Source: an optimization exercise on an open RTL-to-GDS flow (aim: small area and few clock cycles per item). Production flows keep margins and buffers that such runs may drop.
In this exercise RTL edits were held to simulation tests only and were not proved equivalent to the original.

==> inputs of run a <==
==> flow/design.v (excerpt) <==
module event_countdown_calc_core (
  input  logic                   clk,
  input  logic                   rst_n,
  input  logic                   start,
  output logic                   busy,
  input  ecc_pkg::year_t         in_now_year,
  input  ecc_pkg::month_t        in_now_month,
  input  ecc_pkg::day_t          in_now_day,
  input  ecc_pkg::hour_t         in_now_hour,
  input  ecc_pkg::min_t          in_now_minute,
  input  ecc_pkg::sec_t          in_now_second,
  output logic                   out_valid,
  output ecc_pkg::days_t         out_days_left,
  output ecc_pkg::hour_t         out_hours_left,
  output ecc_pkg::min_t          out_minutes_left,
  output ecc_pkg::sec_t          out_seconds_left,
  output logic                   out_event_passed,
  input  logic                   cfg_valid,
  output logic                   cfg_ready,
  input  logic [ecc_pkg::CIDX_W-1:0] cfg_index,
  input  logic [ecc_pkg::CDAT_W-1:0] cfg_data
);
==> flow/config.mk <==
export PLATFORM = sky130hd
export DESIGN_NAME = event_countdown_calc_core
export DESIGN_NICKNAME = event_countdown_calc_core
export VERILOG_FILES = /design/flow/design.v
export SDC_FILE = /design/flow/constraint.sdc
export NUM_CORES = 4
export LEC_CHECK = 0
export ABC_AREA = 1
export CAP_MARGIN = 20
export CORE_MARGIN = 2
export CORE_UTILIZATION = 40
export CTS_BUF_LIST = sky130_fd_sc_hd__clkbuf_8
export CTS_CLUSTER_DIAMETER = 150
export CTS_CLUSTER_SIZE = 40
export SLEW_MARGIN = 20
export SYNTH_HIERARCHICAL = 1
export SYNTH_MINIMUM_KEEP_SIZE = 0
==> flow/constraint.sdc <==
create_clock -name core_clock -period 12.0 [get_ports {clk}]
set_input_delay 2.4000 -clock core_clock [delete_from_list [all_inputs] [get_ports {clk}]]
set_output_delay 2.4000 -clock core_clock [all_outputs]
set_load 0.01 [all_outputs]
standard.sh (not shown) runs the stock make flow with config.mk's settings and CLKGATE_MAP_FILE= SYNTH_SCRIPT=/design/flow/synth_recipe.tcl, a recipe that flattens the netlist after the stock synthesis.
==> flow/flow/run.sh <==
#!/bin/bash
# The standard layout with two changes:
#  1. after the standard synthesis, the combinational logic between the
#     standard synthesis's registers and full adder cells is re-mapped by ABC with
#     an area script (reopt.ys); registers, full adder cells, ports and their
#     names are kept as they are;
#  2. the port buffers are plain sky130_fd_sc_hd__buf_1 cells
#     (buffer_ports -buffer_cell) instead of the delay cells buffer_ports
#     picks by default. Every port still gets a buffer.
set -euo pipefail
HERE=$(pwd)
PORTS="BUFFER_PORTS_ARGS=-buffer_cell sky130_fd_sc_hd__buf_1"
RES=$HERE/orfs/results/$FLOW_PLATFORM/event_countdown_calc_core/base
YOSYS=$FLOW_HOME/../tools/install/yosys/bin/yosys
bash standard.sh "$PORTS" "$RES/1_2_yosys.v" > standard_synth.log 2>&1
cp "$RES/1_2_yosys.v" "$HERE/standard_1_2_yosys.v"
sed -e "s#@LIB@#$FLOW_HOME/platforms/sky130hd/lib/sky130_fd_sc_hd__tt_025C_1v80.lib#g" \
    -e "s#@IN@#$HERE/standard_1_2_yosys.v#g" -e "s#@OUT@#$HERE/reopt_1_2_yosys.v#g" \
    -e "s#@ABC@#$HERE/flow/reopt.abc#g" -e "s#@TOP@#$FLOW_TOP#g" flow/reopt.ys > reopt_run.ys
"$YOSYS" -l reopt_yosys.log -q reopt_run.ys > reopt_stdout.log 2>&1
cp "$HERE/reopt_1_2_yosys.v" "$RES/1_2_yosys.v"
touch "$RES/1_2_yosys.v" "$RES/1_2_yosys.sdc"
bash standard.sh "$PORTS" finish > standard_flow.log 2>&1
==> flow/flow/reopt.ys <==
# Re-map the combinational logic of the standard synthesis with ABC.
# Registers, full adder cells and tie cells stay as they are (black boxes);
# half adder cells are re-mapped with the rest.
read_liberty -ignore_miss_func @LIB@
setattr -mod -set blackbox 1 sky130_fd_sc_hd__dfxtp_1 sky130_fd_sc_hd__fa_1 sky130_fd_sc_hd__conb_1
read_verilog @IN@
hierarchy -top @TOP@
flatten
opt_clean -purge
abc -liberty @LIB@ -script @ABC@ -dont_use sky130_fd_sc_hd__lpflow_bleeder_1 -dont_use sky130_fd_sc_hd__lpflow_clkbufkapwr_1 -dont_use sky130_fd_sc_hd__lpflow_clkbufkapwr_16 -dont_use sky130_fd_sc_hd__lpflow_clkbufkapwr_2 -dont_use sky130_fd_sc_hd__lpflow_clkbufkapwr_4 -dont_use sky130_fd_sc_hd__lpflow_clkbufkapwr_8 -dont_use sky130_fd_sc_hd__lpflow_clkinvkapwr_1 -dont_use sky130_fd_sc_hd__lpflow_clkinvkapwr_16 -dont_use sky130_fd_sc_hd__lpflow_clkinvkapwr_2 -dont_use sky130_fd_sc_hd__lpflow_clkinvkapwr_4 -dont_use sky130_fd_sc_hd__lpflow_clkinvkapwr_8 -dont_use sky130_fd_sc_hd__lpflow_decapkapwr_12 -dont_use sky130_fd_sc_hd__lpflow_decapkapwr_3 -dont_use sky130_fd_sc_hd__lpflow_decapkapwr_4 -dont_use sky130_fd_sc_hd__lpflow_decapkapwr_6 -dont_use sky130_fd_sc_hd__lpflow_decapkapwr_8 -dont_use sky130_fd_sc_hd__lpflow_inputiso0n_1 -dont_use sky130_fd_sc_hd__lpflow_inputiso0p_1 -dont_use sky130_fd_sc_hd__lpflow_inputiso1n_1 -dont_use sky130_fd_sc_hd__lpflow_inputiso1p_1 -dont_use sky130_fd_sc_hd__lpflow_inputisolatch_1 -dont_use sky130_fd_sc_hd__lpflow_isobufsrc_1 -dont_use sky130_fd_sc_hd__lpflow_isobufsrc_16 -dont_use sky130_fd_sc_hd__lpflow_isobufsrc_2 -dont_use sky130_fd_sc_hd__lpflow_isobufsrc_4 -dont_use sky130_fd_sc_hd__lpflow_isobufsrc_8 -dont_use sky130_fd_sc_hd__lpflow_isobufsrckapwr_16 -dont_use sky130_fd_sc_hd__lpflow_lsbuf_lh_hl_isowell_tap_1 -dont_use sky130_fd_sc_hd__lpflow_lsbuf_lh_hl_isowell_tap_2 -dont_use sky130_fd_sc_hd__lpflow_lsbuf_lh_hl_isowell_tap_4 -dont_use sky130_fd_sc_hd__lpflow_lsbuf_lh_isowell_4 -dont_use sky130_fd_sc_hd__lpflow_lsbuf_lh_isowell_tap_1 -dont_use sky130_fd_sc_hd__lpflow_lsbuf_lh_isowell_tap_2 -dont_use sky130_fd_sc_hd__lpflow_lsbuf_lh_isowell_tap_4 -dont_use sky130_fd_sc_hd__probe_p_8 -dont_use sky130_fd_sc_hd__probec_p_8 
# define the mapped cells (as black boxes) so later passes know their pin directions
read_liberty -lib -ignore_redef @LIB@
opt_clean -purge
hilomap -singleton -hicell sky130_fd_sc_hd__conb_1 HI -locell sky130_fd_sc_hd__conb_1 LO
splitnets
opt_clean -purge
check -assert
stat -liberty @LIB@
write_verilog -noattr -noexpr -nohex -nodec @OUT@
Other scripts of this flow, unchanged in this note and not shown: flow/flow/reopt.abc
==> run b (differences from run a) <==
--- a/flow/flow/run.sh
+++ b/flow/flow/run.sh
@@ -1,8 +1,8 @@
 #!/bin/bash
 # The standard layout with two changes:
 #  1. after the standard synthesis, the combinational logic between the
-#     standard synthesis's registers and full adder cells is re-mapped by ABC with
-#     an area script (reopt.ys); registers, full adder cells, ports and their
+#     standard synthesis's registers and adder cells is re-mapped by ABC with
+#     an area script (reopt.ys); registers, adder cells, ports and their
 #     names are kept as they are;
 #  2. the port buffers are plain sky130_fd_sc_hd__buf_1 cells
 #     (buffer_ports -buffer_cell) instead of the delay cells buffer_ports
--- a/flow/flow/reopt.ys
+++ b/flow/flow/reopt.ys
@@ -1,8 +1,7 @@
 # Re-map the combinational logic of the standard synthesis with ABC.
-# Registers, full adder cells and tie cells stay as they are (black boxes);
-# half adder cells are re-mapped with the rest.
+# Registers, adder cells and tie cells stay as they are (black boxes).
 read_liberty -ignore_miss_func @LIB@
-setattr -mod -set blackbox 1 sky130_fd_sc_hd__dfxtp_1 sky130_fd_sc_hd__fa_1 sky130_fd_sc_hd__conb_1
+setattr -mod -set blackbox 1 sky130_fd_sc_hd__dfxtp_1 sky130_fd_sc_hd__fa_1 sky130_fd_sc_hd__ha_1 sky130_fd_sc_hd__conb_1
 read_verilog @IN@
 hierarchy -top @TOP@
 flatten
CTS_CLUSTER_DIAMETER = unset   (was 150)
CTS_CLUSTER_SIZE = unset   (was 40)
==> notes <==
Between run a and run b, the lower core utilization is in run a (gap 0.43 points).
Synthesized cell count: run b is lower than run a (9.2%).
Between run a and run b, the lower routed wire length is in run b (gap about 1.8%, measured against run b).
Between run a and run b, the lower final cell count is in run b (gap about 6.5%, measured against run b).
Of run b and run a, run a has the higher via count (gap 3.6%, measured against run a).
Of run a and run b, run b has the higher clock skew (gap 0.0059 ns).
Testbench counts of run a, summed over its fixed seeds: cycles 16,200, items 16,000.
Testbench counts of run b, summed over its fixed seeds: cycles 16,200, items 16,000.

afterwards: timing with drivers on the ports:
In the flow no input, the clock included, has a driving cell. The finished layouts below were timed again as built, in two steps. Step 1 sets driving cells, clkbuf_16 on the clock port and buf_2 on the other inputs (assumed; they add their load-dependent delay and slew). Step 2 also shifts input and output timing later by t, the mid clock arrival at the registers, as if the neighbouring blocks saw the same clock. a / b / c = ideal / step 1 / step 2; a / b = the first two.
run | shift t [ns] | slack for setup (ns) | clock arrival spread, ns
run a | 0.413 | 1.862 / 1.828 / 2.242 | 0.011 / 0.011
run b | 0.409 | 1.608 / 1.574 / 1.602 | 0.017 / 0.017
After both steps setup and hold are still met in every run listed. For run b, which loses most, drivers alone change the setup slack by -0.034 ns; drivers and shift together by -0.006 ns.
